Source: an optimization exercise on an open RTL-to-GDS flow (aim: small area, a short achievable clock period and few clock cycles per item). Production flows keep margins and buffers that such runs may drop.
Only simulation tests tie the RTL to the original design; equivalence was not proved.

==> flow/design.v (excerpt) <==
module aes_key_expand #(
  parameter int KEY_BITS = 256
) (
  input  logic                clk,
  input  logic                rst,
  input  logic                start,
  input  logic [KEY_BITS-1:0] key_in,
  output logic                busy,
  output logic [127:0]        rk_out,
  output logic [3:0]          rk_idx,
  output logic                rk_valid,
  input  logic                rk_ready,
  output logic                done
);
Size in the first run: ~2200 cells after synthesis, about 260 flip-flops, about 400 I/O pins.
==> flow/config.mk <==
export PLATFORM = sky130hd
export DESIGN_NAME = aes_key_expand
export DESIGN_NICKNAME = aes_key_expand
export VERILOG_FILES = /design/flow/design.v
export SDC_FILE = /design/flow/constraint.sdc
export NUM_CORES = 4
export LEC_CHECK = 0
export CAP_MARGIN = 20
export CORE_MARGIN = 2
export CORE_UTILIZATION = 40
export SLEW_MARGIN = 20
export SYNTH_HIERARCHICAL = 1
export SYNTH_MINIMUM_KEEP_SIZE = 0
==> flow/constraint.sdc <==
create_clock -name core_clock -period 22.0 [get_ports {clk}]
set_input_delay 4.4000 -clock core_clock [delete_from_list [all_inputs] [get_ports {clk}]]
set_output_delay 4.4000 -clock core_clock [all_outputs]
set_load 0.01 [all_outputs]
standard.sh (not shown) runs the stock make flow with config.mk's settings and CLKGATE_MAP_FILE= SYNTH_SCRIPT=/design/flow/synth_recipe.tcl, a recipe that flattens the netlist after the stock synthesis.
==> flow/flow/run.sh <==
#!/bin/bash
# Standard ORFS layout (the standard.sh), with these changes:
#  - synthesis is the standard flow's own script, but ABC maps with flow/abc.script (area-oriented);
#  - ports are buffered with the small sky130_fd_sc_hd__buf_1 instead of the default pick;
#  - timing repair aims for a slack margin that leaves TARGET_NS (flow/target.txt) of the
#    clock period, so the layout is sized for a shorter period than the constraint asks.
# Each step's full log is in orfs/logs/; the make output is in synth.log and layout.log here.
set -euo pipefail
here=$(pwd)
export FLOW_WORK=$here
export MY_ABC_SCRIPT=$here/flow/abc.script
target=$(cat flow/target.txt)
extra=()
if [[ "$target" != "none" ]]; then
  margin=$(python3 -c "print(round($FLOW_PERIOD_NS - $target, 3))")
  extra+=("SETUP_SLACK_MARGIN=$margin")
fi
bash standard.sh "SYNTH_SCRIPT=$here/flow/my_synth.tcl" synth > "$here/synth.log" 2>&1
bash standard.sh "BUFFER_PORTS_ARGS=-buffer_cell sky130_fd_sc_hd__buf_1" "${extra[@]}" finish > "$here/layout.log" 2>&1
==> flow/flow/abc.script <==
strash
dc2
dch -f
map -a
==> flow/flow/my_synth.tcl <==
# The standard synthesis script (synth_recipe.tcl, in the work folder), with one change:
# every ABC mapping call uses the script named by MY_ABC_SCRIPT instead of ORFS's.
proc abc {args} {
  set i [lsearch -exact $args -script]
  if {$i >= 0} { lset args [expr {$i + 1}] $::env(MY_ABC_SCRIPT) }
  yosys abc {*}$args
}
source $::env(FLOW_WORK)/synth_recipe.tcl
==> flow/flow/target.txt <==
6.1
The starting point produced a clean layout.
Testbench counts at the start, summed over its fixed seeds: cycles 3,072, round keys 2,880.
Edit:
--- a/flow/flow/run.sh
+++ b/flow/flow/run.sh
@@ -4,0 +5 @@
+#  - clock tree synthesis inserts no dummy loads;
@@ -19 +20 @@
-bash standard.sh "BUFFER_PORTS_ARGS=-buffer_cell sky130_fd_sc_hd__buf_1" "${extra[@]}" finish > "$here/layout.log" 2>&1
+bash standard.sh "CTS_ARGS=-sink_clustering_enable -repair_clock_nets -dont_use_dummy_load" "BUFFER_PORTS_ARGS=-buffer_cell sky130_fd_sc_hd__buf_1" "${extra[@]}" finish > "$here/layout.log" 2>&1
==> flow/flow/abc.script (replaced) <==
strash
map -a
==> flow/flow/target.txt (replaced) <==
5.7
Settings changed: CTS_BUF_LIST set to sky130_fd_sc_hd__clkbuf_4.
The changed run passed the timing, DRC and antenna checks.
Synthesized area increases by 0.69%.
Design area increases by 2.5%.
Hold slack got worse by 0.0053 ns.
Routed wire length increases by 0.36%.
Count of clock-buffer cells in the layout decreases by 5.
Via count decreases by 4.2%.
Core utilization increases by 0.93 points.
Maximum frequency increases by 5.8%.
Setup slack improved by 0.32 ns.


Another version of the RTL of aes_key_expand (not shown whole).
Size in the first run: about 2,300 cells after synthesis, roughly 260 flip-flops, roughly 400 I/O pins.
clock: 22.0 ns
lec_check: 0
cap_margin: 20
core_margin: 2
core_utilization: 60
slew_margin: 20
synth_hierarchical: 1
synth_minimum_keep_size: 0
==> flow/flow/run.sh <==
#!/bin/bash
# Standard ORFS layout (the standard.sh), with these changes:
#  - synthesis is the standard flow's own script, but ABC maps with flow/abc.script (area-oriented),
#    and the S-box module with flow/abc_sbox.script (amap);
#  - ports are buffered with the small sky130_fd_sc_hd__buf_1 instead of the default pick;
#  - clock tree synthesis clusters up to 24 sinks per leaf buffer and inserts no dummy loads;
#  - timing repair aims for a slack margin that leaves TARGET_NS (flow/target.txt) of the
#    clock period, so the layout is sized for a shorter period than the constraint asks.
# Each step's full log is in orfs/logs/; the make output is in synth.log and layout.log here.
set -euo pipefail
here=$(pwd)
export FLOW_WORK=$here
export MY_ABC_SCRIPT=$here/flow/abc.script
export MY_ABC_SCRIPT_SBOX=$here/flow/abc_sbox.script
target=$(cat flow/target.txt)
extra=()
if [[ "$target" != "none" ]]; then
  margin=$(python3 -c "print(round($FLOW_PERIOD_NS - $target, 3))")
  extra+=("SETUP_SLACK_MARGIN=$margin")
fi
bash standard.sh "SYNTH_SCRIPT=$here/flow/my_synth.tcl" synth > "$here/synth.log" 2>&1
bash standard.sh "CTS_ARGS=-sink_clustering_enable -repair_clock_nets -dont_use_dummy_load -sink_clustering_size 24 -sink_clustering_max_diameter 80" "BUFFER_PORTS_ARGS=-buffer_cell sky130_fd_sc_hd__buf_1" "${extra[@]}" finish > "$here/layout.log" 2>&1
==> flow/flow/abc.script <==
strash
map -a
==> flow/flow/abc_sbox.script <==
strash
dc2
dch -f
amap
==> flow/flow/my_synth.tcl <==
# The standard synthesis script (synth_recipe.tcl, in the work folder), with one change:
# ABC maps the S-box module aes_ks_sbox with MY_ABC_SCRIPT_SBOX and every other module with
# MY_ABC_SCRIPT, instead of ORFS's script.
proc abc {args} {
  set i [lsearch -exact $args -script]
  if {$i < 0} { yosys abc {*}$args; return }
  set a1 $args; lset a1 [expr {$i + 1}] $::env(MY_ABC_SCRIPT)
  set a2 $args; lset a2 [expr {$i + 1}] $::env(MY_ABC_SCRIPT_SBOX)
  yosys abc {*}$a2 aes_ks_sbox
  yosys abc {*}$a1 * aes_ks_sbox %d
}
source $::env(FLOW_WORK)/synth_recipe.tcl
==> flow/flow/target.txt <==
5.7
The baseline ran to the end with no violations.
Testbench counts at the start, summed over its fixed seeds: cycles 3,072, round keys 2,880.
Then changed:
==> flow/flow/run.sh (replaced) <==
#!/bin/bash
# Standard ORFS layout (the standard.sh), with these changes:
#  - synthesis is the standard flow's own script, but ABC maps with flow/abc.script (area-oriented);
#  - ports are buffered with the small sky130_fd_sc_hd__buf_1 instead of the default pick;
#  - clock tree synthesis clusters up to 24 sinks per leaf buffer and inserts no dummy loads;
#  - the post-placement repair caps net fanout at 24 (flow/fanout.tcl);
#  - timing repair aims for a slack margin that leaves TARGET_NS (flow/target.txt) of the
#    clock period, so the layout is sized for a shorter period than the constraint asks.
# Each step's full log is in orfs/logs/; the make output is in synth.log and layout.log here.
set -euo pipefail
here=$(pwd)
export FLOW_WORK=$here
export MY_ABC_SCRIPT=$here/flow/abc.script
target=$(cat flow/target.txt)
extra=()
if [[ "$target" != "none" ]]; then
  margin=$(python3 -c "print(round($FLOW_PERIOD_NS - $target, 3))")
  extra+=("SETUP_SLACK_MARGIN=$margin")
fi
bash standard.sh "SYNTH_SCRIPT=$here/flow/my_synth.tcl" synth > "$here/synth.log" 2>&1
bash standard.sh "CTS_ARGS=-sink_clustering_enable -repair_clock_nets -dont_use_dummy_load -sink_clustering_size 24 -sink_clustering_max_diameter 80" "BUFFER_PORTS_ARGS=-buffer_cell sky130_fd_sc_hd__buf_1" "PRE_RESIZE_TCL=$here/flow/fanout.tcl" "${extra[@]}" finish > "$here/layout.log" 2>&1
==> flow/flow/fanout.tcl (new file) <==
# Before the post-placement repair: cap the fanout of every net, so that repair_design builds
# buffer trees for the wide select nets (rk_ready's state-register selects) instead of
# leaving one driver on a few hundred pins.
set_max_fanout 24 [current_design]
==> flow/flow/my_synth.tcl (replaced) <==
# The standard synthesis script (synth_recipe.tcl, in the work folder), with one change:
# every ABC mapping call uses the script named by MY_ABC_SCRIPT instead of ORFS's.
proc abc {args} {
  set i [lsearch -exact $args -script]
  if {$i >= 0} { lset args [expr {$i + 1}] $::env(MY_ABC_SCRIPT) }
  yosys abc {*}$args
}
source $::env(FLOW_WORK)/synth_recipe.tcl
removed: flow/flow/abc_sbox.script
After rerunning:
- final area is lower by 0.88%
- sequential cell count stays the same
- routed wire length went down by 5.5%
- non-clock buffer count is lower by 2
- maximum frequency barely changes
- via count goes down by 12%
Then changed:
--- a/flow/flow/run.sh
+++ b/flow/flow/run.sh
@@ -4,5 +4,4 @@
 #  - ports are buffered with the small sky130_fd_sc_hd__buf_1 instead of the default pick;
 #  - clock tree synthesis clusters up to 24 sinks per leaf buffer and inserts no dummy loads;
-#  - the post-placement repair caps net fanout at 24 (flow/fanout.tcl);
 #  - timing repair aims for a slack margin that leaves TARGET_NS (flow/target.txt) of the
 #    clock period, so the layout is sized for a shorter period than the constraint asks.
@@ -19,3 +18,3 @@
 fi
 bash standard.sh "SYNTH_SCRIPT=$here/flow/my_synth.tcl" synth > "$here/synth.log" 2>&1
-bash standard.sh "CTS_ARGS=-sink_clustering_enable -repair_clock_nets -dont_use_dummy_load -sink_clustering_size 24 -sink_clustering_max_diameter 80" "BUFFER_PORTS_ARGS=-buffer_cell sky130_fd_sc_hd__buf_1" "PRE_RESIZE_TCL=$here/flow/fanout.tcl" "${extra[@]}" finish > "$here/layout.log" 2>&1
+bash standard.sh "CTS_ARGS=-sink_clustering_enable -repair_clock_nets -dont_use_dummy_load -sink_clustering_size 24 -sink_clustering_max_diameter 80" "BUFFER_PORTS_ARGS=-buffer_cell sky130_fd_sc_hd__buf_1" "${extra[@]}" finish > "$here/layout.log" 2>&1
==> flow/flow/target.txt (replaced) <==
5.4
removed: flow/flow/fanout.tcl
After rerunning: Hold slack degrades by 0.0047 ns; final area rose by 8.8%; global-route usage fell by 0.80 points.
Then changed:
==> flow/flow/target.txt (replaced) <==
5.7
Settings changed: CAP_MARGIN 20 to 0, SLEW_MARGIN 20 to 0.
After rerunning:
- global-route usage came out lower by 0.91 points
- cell area came out lower by roughly a tenth
- setup slack got worse by 0.18 ns
- via count came out lower by a few percent
- flip-flop and latch count is unchanged


== build 19 ==
The RTL this note starts from:
==> flow/design.v <==
module aes_key_expand #(
  parameter int KEY_BITS = 256
) (
  input  logic                clk,
  input  logic                rst,
  input  logic                start,
  input  logic [KEY_BITS-1:0] key_in,
  output logic                busy,
  output logic [127:0]        rk_out,
  output logic [3:0]          rk_idx,
  output logic                rk_valid,
  input  logic                rk_ready,
  output logic                done
);
  logic [255:0] st;      
  logic [3:0]   idx;     
  logic         act;     
  logic         vld;     
  logic [31:0]  sw, p0, p1, p2, p3, rc;
  logic [127:0] nw;
  logic [7:0]   rcon;
  logic         adv;
  for (genvar b = 0; b < 4; b++) begin : g_sbox
    aes_ks_sbox u_sbox (.x(st[224+8*b +: 8]), .y(sw[8*b +: 8]));
  end
  aes_ks_mix u_mix (.sw(sw), .rot(!idx[0]), .p({p3, p2, p1, p0}), .nw(nw));
  assign busy     = vld;
  assign rk_valid = vld;
  assign rk_out   = st[127:0];
  assign rk_idx   = idx;
  always_comb begin
    rcon = 8'h01 << idx[3:1];
    rc = idx[0] ? 32'h0 : {24'h0, rcon};
    p0 = st[31:0] ^ rc;
    p1 = p0 ^ st[63:32];
    p2 = p1 ^ st[95:64];
    p3 = p2 ^ st[127:96];
    adv = rk_ready;
  end
  always_ff @(posedge clk) begin
    if (!act) st <= key_in;
    else if (adv) st <= {nw, st[255:128]};
  end
  always_ff @(posedge clk or posedge rst) begin
    if (rst) begin
      act <= 1'b0;
      vld <= 1'b0;
      idx <= 4'd0;
      done <= 1'b0;
    end else begin
      done <= 1'b0;
      if (!vld) vld <= start;
      else if (adv && idx == 4'd14) vld <= 1'b0;
      if (!act) begin
        idx <= 4'd0;
        if (start) act <= 1'b1;
      end else if (adv) begin
        idx <= idx + 4'd1;
        if (idx == 4'd14) begin
          act <= 1'b0;
          done <= 1'b1;
        end
      end
    end
  end
endmodule
module aes_ks_sbox (
  input  logic [7:0] x,
  output logic [7:0] y
);
  function automatic logic [7:0] sbox(input logic [7:0] x);
    logic u0, u1, u2, u3, u4, u5, u6, u7;
    logic t1, t2, t3, t4, t5, t6, t7, t8, t9, t10, t11, t12, t13, t14, t15, t16, t17, t18, t19;
    logic t20, t21, t22, t23, t24, t25, t26, t27;
    logic m1, m2, m3, m4, m5, m6, m7, m8, m9, m10, m11, m12, m13, m14, m15, m16, m17, m18, m19;
    logic m20, m21, m22, m23, m24, m25, m26, m27, m28, m29, m30, m31, m32, m33, m34, m35, m36;
    logic m37, m38, m39, m40, m41, m42, m43, m44, m45, m46, m47, m48, m49, m50, m51, m52, m53;
    logic m54, m55, m56, m57, m58, m59, m60, m61, m62, m63;
    logic l0, l1, l2, l3, l4, l5, l6, l7, l8, l9, l10, l11, l12, l13, l14, l15, l16, l17, l18;
    logic l19, l20, l21, l22, l23, l24, l25, l26, l27, l28, l29;
    u0 = x[7]; u1 = x[6]; u2 = x[5]; u3 = x[4]; u4 = x[3]; u5 = x[2]; u6 = x[1]; u7 = x[0];
    t1 = u0 ^ u3;   t2 = u0 ^ u5;   t3 = u0 ^ u6;   t4 = u3 ^ u5;   t5 = u4 ^ u6;
    t6 = t1 ^ t5;   t7 = u1 ^ u2;   t8 = u7 ^ t6;   t9 = u7 ^ t7;   t10 = t6 ^ t7;
    t11 = u1 ^ u5;  t12 = u2 ^ u5;  t13 = t3 ^ t4;  t14 = t6 ^ t11; t15 = t5 ^ t11;
    t16 = t5 ^ t12; t17 = t9 ^ t16; t18 = u3 ^ u7;  t19 = t7 ^ t18; t20 = t1 ^ t19;
    t21 = u6 ^ u7;  t22 = t7 ^ t21; t23 = t2 ^ t22; t24 = t2 ^ t10; t25 = t20 ^ t17;
    t26 = t3 ^ t16; t27 = t1 ^ t12;
    m1 = t13 & t6;  m2 = t23 & t8;  m3 = t14 ^ m1;  m4 = t19 & u7;  m5 = m4 ^ m1;
    m6 = t3 & t16;  m7 = t22 & t9;  m8 = t26 ^ m6;  m9 = t20 & t17; m10 = m9 ^ m6;
    m11 = t1 & t15; m12 = t4 & t27; m13 = m12 ^ m11; m14 = t2 & t10; m15 = m14 ^ m11;
    m16 = m3 ^ m2;  m17 = m5 ^ t24; m18 = m8 ^ m7;  m19 = m10 ^ m15; m20 = m16 ^ m13;
    m21 = m17 ^ m15; m22 = m18 ^ m13; m23 = m19 ^ t25; m24 = m22 ^ m23; m25 = m22 & m20;
    m26 = m21 ^ m25; m27 = m20 ^ m21; m28 = m23 ^ m25; m29 = m28 & m27; m30 = m26 & m24;
    m31 = m20 & m23; m32 = m27 & m31; m33 = m27 ^ m25; m34 = m21 & m22; m35 = m24 & m34;
    m36 = m24 ^ m25; m37 = m21 ^ m29; m38 = m32 ^ m33; m39 = m23 ^ m30; m40 = m35 ^ m36;
    m41 = m38 ^ m40; m42 = m37 ^ m39; m43 = m37 ^ m38; m44 = m39 ^ m40; m45 = m42 ^ m41;
    m46 = m44 & t6;  m47 = m40 & t8;  m48 = m39 & u7;  m49 = m43 & t16; m50 = m38 & t9;
    m51 = m37 & t17; m52 = m42 & t15; m53 = m45 & t27; m54 = m41 & t10; m55 = m44 & t13;
    m56 = m40 & t23; m57 = m39 & t19; m58 = m43 & t3;  m59 = m38 & t22; m60 = m37 & t20;
    m61 = m42 & t1;  m62 = m45 & t4;  m63 = m41 & t2;
    l0 = m61 ^ m62;  l1 = m50 ^ m56;  l2 = m46 ^ m48;  l3 = m47 ^ m55;  l4 = m54 ^ m58;
    l5 = m49 ^ m61;  l6 = m62 ^ l5;   l7 = m46 ^ l3;   l8 = m51 ^ m59;  l9 = m52 ^ m53;
    l10 = m53 ^ l4;  l11 = m60 ^ l2;  l12 = m48 ^ m51; l13 = m50 ^ l0;  l14 = m52 ^ m61;
    l15 = m55 ^ l1;  l16 = m56 ^ l0;  l17 = m57 ^ l1;  l18 = m58 ^ l8;  l19 = m63 ^ l4;
    l20 = l0 ^ l1;   l21 = l1 ^ l7;   l22 = l3 ^ l12;  l23 = l18 ^ l2;  l24 = l15 ^ l9;
    l25 = l6 ^ l10;  l26 = l7 ^ l9;   l27 = l8 ^ l10;  l28 = l11 ^ l14; l29 = l11 ^ l17;
    sbox[7] = l6 ^ l24;
    sbox[6] = ~(l16 ^ l26);
    sbox[5] = ~(l19 ^ l28);
    sbox[4] = l6 ^ l21;
    sbox[3] = l20 ^ l22;
    sbox[2] = l25 ^ l29;
    sbox[1] = ~(l13 ^ l27);
    sbox[0] = ~(l6 ^ l23);
  endfunction
  assign y = sbox(x);
endmodule
module aes_ks_mix (
  input  logic [31:0]  sw,
  input  logic         rot,
  input  logic [127:0] p,
  output logic [127:0] nw
);
  logic [31:0] t;
  assign t = rot ? {sw[7:0], sw[31:8]} : sw;
  assign nw = p ^ {4{t}};
endmodule
export LEC_CHECK = 0
export CAP_MARGIN = 20
export CORE_MARGIN = 2
export CORE_UTILIZATION = 60
export SLEW_MARGIN = 20
export SYNTH_HIERARCHICAL = 1
export SYNTH_MINIMUM_KEEP_SIZE = 0
create_clock -name core_clock -period 22.0 [get_ports {clk}]
==> flow/flow/run.sh <==
#!/bin/bash
# Standard ORFS layout (the standard.sh), with these changes:
#  - synthesis is the standard flow's own script, but ABC maps with flow/abc.script (area-oriented);
#  - ports are buffered with the small sky130_fd_sc_hd__buf_1 instead of the default pick;
#  - timing repair aims for a slack margin that leaves TARGET_NS (flow/target.txt) of the
#    clock period, so the layout is sized for a shorter period than the constraint asks.
# Each step's full log is in orfs/logs/; the make output is in synth.log and layout.log here.
set -euo pipefail
here=$(pwd)
export FLOW_WORK=$here
export MY_ABC_SCRIPT=$here/flow/abc.script
target=$(cat flow/target.txt)
extra=()
if [[ "$target" != "none" ]]; then
  margin=$(python3 -c "print(round($FLOW_PERIOD_NS - $target, 3))")
  extra+=("SETUP_SLACK_MARGIN=$margin")
fi
bash standard.sh "SYNTH_SCRIPT=$here/flow/my_synth.tcl" synth > "$here/synth.log" 2>&1
bash standard.sh "BUFFER_PORTS_ARGS=-buffer_cell sky130_fd_sc_hd__buf_1" "${extra[@]}" finish > "$here/layout.log" 2>&1
==> flow/flow/my_synth.tcl <==
# The standard synthesis script (synth_recipe.tcl, in the work folder), with one change:
# every ABC mapping call uses the script named by MY_ABC_SCRIPT instead of ORFS's.
proc abc {args} {
  set i [lsearch -exact $args -script]
  if {$i >= 0} { lset args [expr {$i + 1}] $::env(MY_ABC_SCRIPT) }
  yosys abc {*}$args
}
source $::env(FLOW_WORK)/synth_recipe.tcl
==> flow/flow/target.txt <==
5.7
Scripts as last shown in full above: flow/flow/abc.script
Testbench counts of build 19, summed over its fixed seeds: cycles 3,072, round keys 2,880.
The following lists how build 73 was set up differently from build 19:
# build 19
export LEC_CHECK = 0
export CAP_MARGIN = 20
export CORE_MARGIN = 2
export CORE_UTILIZATION = 60
export SLEW_MARGIN = 20
export SYNTH_HIERARCHICAL = 1
export SYNTH_MINIMUM_KEEP_SIZE = 0
create_clock -name core_clock -period 22.0 [get_ports {clk}]
# build 73
export LEC_CHECK = 0
export CAP_MARGIN = 20
export CORE_MARGIN = 2
export CORE_UTILIZATION = 40
export SLEW_MARGIN = 20
export SYNTH_HIERARCHICAL = 1
export SYNTH_MINIMUM_KEEP_SIZE = 0
create_clock -name core_clock -period 22.0 [get_ports {clk}]
diff --git a/flow/flow/run.sh b/flow/flow/run.sh
--- a/flow/flow/run.sh
+++ b/flow/flow/run.sh
@@ -3,4 +3,5 @@
 #  - synthesis is the standard flow's own script, but ABC maps with flow/abc.script (area-oriented);
 #  - ports are buffered with the small sky130_fd_sc_hd__buf_1 instead of the default pick;
+#  - clock tree synthesis inserts no dummy loads;
 #  - timing repair aims for a slack margin that leaves TARGET_NS (flow/target.txt) of the
 #    clock period, so the layout is sized for a shorter period than the constraint asks.
@@ -17,3 +18,3 @@
 fi
 bash standard.sh "SYNTH_SCRIPT=$here/flow/my_synth.tcl" synth > "$here/synth.log" 2>&1
-bash standard.sh "BUFFER_PORTS_ARGS=-buffer_cell sky130_fd_sc_hd__buf_1" "${extra[@]}" finish > "$here/layout.log" 2>&1
+bash standard.sh "CTS_ARGS=-sink_clustering_enable -repair_clock_nets -dont_use_dummy_load" "BUFFER_PORTS_ARGS=-buffer_cell sky130_fd_sc_hd__buf_1" "${extra[@]}" finish > "$here/layout.log" 2>&1
Run comparison: build 19 uppermost metal layer occupied by signal nets met4; build 73 uppermost metal layer occupied by signal nets met5
The final cell count without fillers number comes out higher for build 73 vs build 19.
Of the two candidates, build 19 has the worse final hold slack and build 73 the better one.
Routed length on met1 (lower): build 19
Cell count after synthesis: build 73 vs build 19 identical
Compared build 73 vs build 19, and wire length of the first global-routing pass is up in build 73.
Relative to build 19, final core utilization decreased by 22 points in build 73.
Where total via count after detailed routing is concerned, build 19 is better than build 73.
For build 71, these inputs were changed with respect to build 73:
# build 73
export LEC_CHECK = 0
export CAP_MARGIN = 20
export CORE_MARGIN = 2
export CORE_UTILIZATION = 40
export SLEW_MARGIN = 20
export SYNTH_HIERARCHICAL = 1
export SYNTH_MINIMUM_KEEP_SIZE = 0
create_clock -name core_clock -period 22.0 [get_ports {clk}]
# build 71
export LEC_CHECK = 0
export CAP_MARGIN = 20
export CORE_MARGIN = 2
export CORE_UTILIZATION = 60
export SLEW_MARGIN = 20
create_clock -name core_clock -period 22.0 [get_ports {clk}]
==> flow/flow/target.txt <==
5.85
==> comparison <==
- Build 71 | stages: all done | timing, DRC, antenna: all pass
- [compare] base=build 73 new=build 71: final-layout fill cell count has decreased, average footprint of a synthesized cell went up by 2.2%.
- Of the two values seen for launching element of the worst setup path, idx[2]$_DFFE_PP0P_ was produced by build 71 and idx[1]$_DFFE_PP0P_ by build 73.
- Build 73 -> build 71: count of buffers not belonging to the clock network in the layout increased slightly
diff inputs: build 71 => build 72
# build 71
export LEC_CHECK = 0
export CAP_MARGIN = 20
export CORE_MARGIN = 2
export CORE_UTILIZATION = 60
export SLEW_MARGIN = 20
create_clock -name core_clock -period 22.0 [get_ports {clk}]
# build 72
export LEC_CHECK = 0
export CAP_MARGIN = 20
export CORE_MARGIN = 2
export CORE_UTILIZATION = 60
export SLEW_MARGIN = 20
export SYNTH_HIERARCHICAL = 1
export SYNTH_MINIMUM_KEEP_SIZE = 0
create_clock -name core_clock -period 22.0 [get_ports {clk}]
diff --git a/flow/flow/run.sh b/flow/flow/run.sh
--- a/flow/flow/run.sh
+++ b/flow/flow/run.sh
@@ -2,5 +2,6 @@
 # Standard ORFS layout (the standard.sh), with these changes:
 #  - synthesis is the standard flow's own script, but ABC maps with flow/abc.script (area-oriented);
-#  - ports are buffered with the small sky130_fd_sc_hd__buf_1 instead of the default pick;
+#  - ports are buffered with the small sky130_fd_sc_hd__buf_1 instead of the default pick,
+#    except rk_ready, whose buffer becomes a buf_8 after global placement (flow/port_drivers.tcl);
 #  - clock tree synthesis inserts no dummy loads;
 #  - timing repair aims for a slack margin that leaves TARGET_NS (flow/target.txt) of the
@@ -18,3 +19,3 @@
 fi
 bash standard.sh "SYNTH_SCRIPT=$here/flow/my_synth.tcl" synth > "$here/synth.log" 2>&1
-bash standard.sh "CTS_ARGS=-sink_clustering_enable -repair_clock_nets -dont_use_dummy_load" "BUFFER_PORTS_ARGS=-buffer_cell sky130_fd_sc_hd__buf_1" "${extra[@]}" finish > "$here/layout.log" 2>&1
+bash standard.sh "CTS_ARGS=-sink_clustering_enable -repair_clock_nets -dont_use_dummy_load" "BUFFER_PORTS_ARGS=-buffer_cell sky130_fd_sc_hd__buf_1" "POST_GLOBAL_PLACE_TCL=$here/flow/port_drivers.tcl" "${extra[@]}" finish > "$here/layout.log" 2>&1
==> flow/flow/port_drivers.tcl (new file) <==
# After global placement: the input port rk_ready fans out to every state register's
# enable, so its port buffer gets a stronger cell than the buf_1 the other ports use.
foreach port {rk_ready} {
  foreach pin [get_pins -of_objects [get_nets $port]] {
    set inst [get_cells -of_objects $pin]
    if {[get_property [get_lib_cells -of_objects $inst] name] eq "sky130_fd_sc_hd__buf_1"} {
      puts "port_drivers: [get_full_name $inst] on $port -> sky130_fd_sc_hd__buf_8"
      replace_cell $inst sky130_fd_sc_hd__buf_8
    }
  }
}
Findings:
- Build 72 went all the way through the flow, and no timing, DRC or antenna check failed.
- Overall track demand over capacity in global routing ended up 1.6 points lower on build 72 than on build 71.
- As of build 72, wire length had fallen by a few percent compared to build 71.
- Achievable clock frequency in build 72 is 1.4% above build 71.
- On worst path required time, build 71 and build 72 are basically level.

==> separate check: timing with driven ports <==
The results above use ideal ports. As a check the final layouts listed here were re-extracted and re-timed, cells and wires unchanged.
Step 1: set_driving_cell puts a clkbuf_16 on clk and a buf_2 on each other input, an assumption about the parent block.
Step 2, shift: input delay + t, output delay - t, t = (earliest + latest rising clock arrival at the registers) / 2. This alone moves slack from input paths to output paths.
Three values: ideal ports, drivers, drivers and shift; two values: the first two.
| run | shift t [ns] | setup WS [ns] | latest minus earliest clock arrival (ns) |
|---|---|---|---|
| the first run of note 1 | 0.627 | 16.059 / 16.083 / 15.457 | 0.025 / 0.025 |
| the second run of note 1 | 0.578 | 16.382 / 16.325 / 15.917 | 0.053 / 0.053 |
| the first run of note 2 | 0.543 | 16.348 / 16.296 / 15.860 | 0.033 / 0.032 |
| the second run of note 2 | 0.536 | 16.336 / 16.317 / 15.828 | 0.032 / 0.033 |
| the third run of note 2 | 0.528 | 16.572 / 16.517 / 16.169 | 0.030 / 0.030 |
| the fourth run of note 2 | 0.528 | 16.389 / 16.334 / 15.930 | 0.032 / 0.033 |
| build 19 | 0.606 | 16.358 / 16.313 / 15.776 | 0.009 / 0.010 |
| build 73 | 0.578 | 16.382 / 16.325 / 15.917 | 0.053 / 0.053 |
| build 71 | 0.600 | 16.254 / 16.202 / 15.701 | 0.036 / 0.036 |
| build 72 | 0.596 | 16.335 / 16.282 / 15.822 | 0.030 / 0.030 |
After both steps setup and hold are still met in every run listed. For the first run of note 1, which loses most, drivers alone change the setup slack by +0.024 ns; drivers and shift together by -0.602 ns.
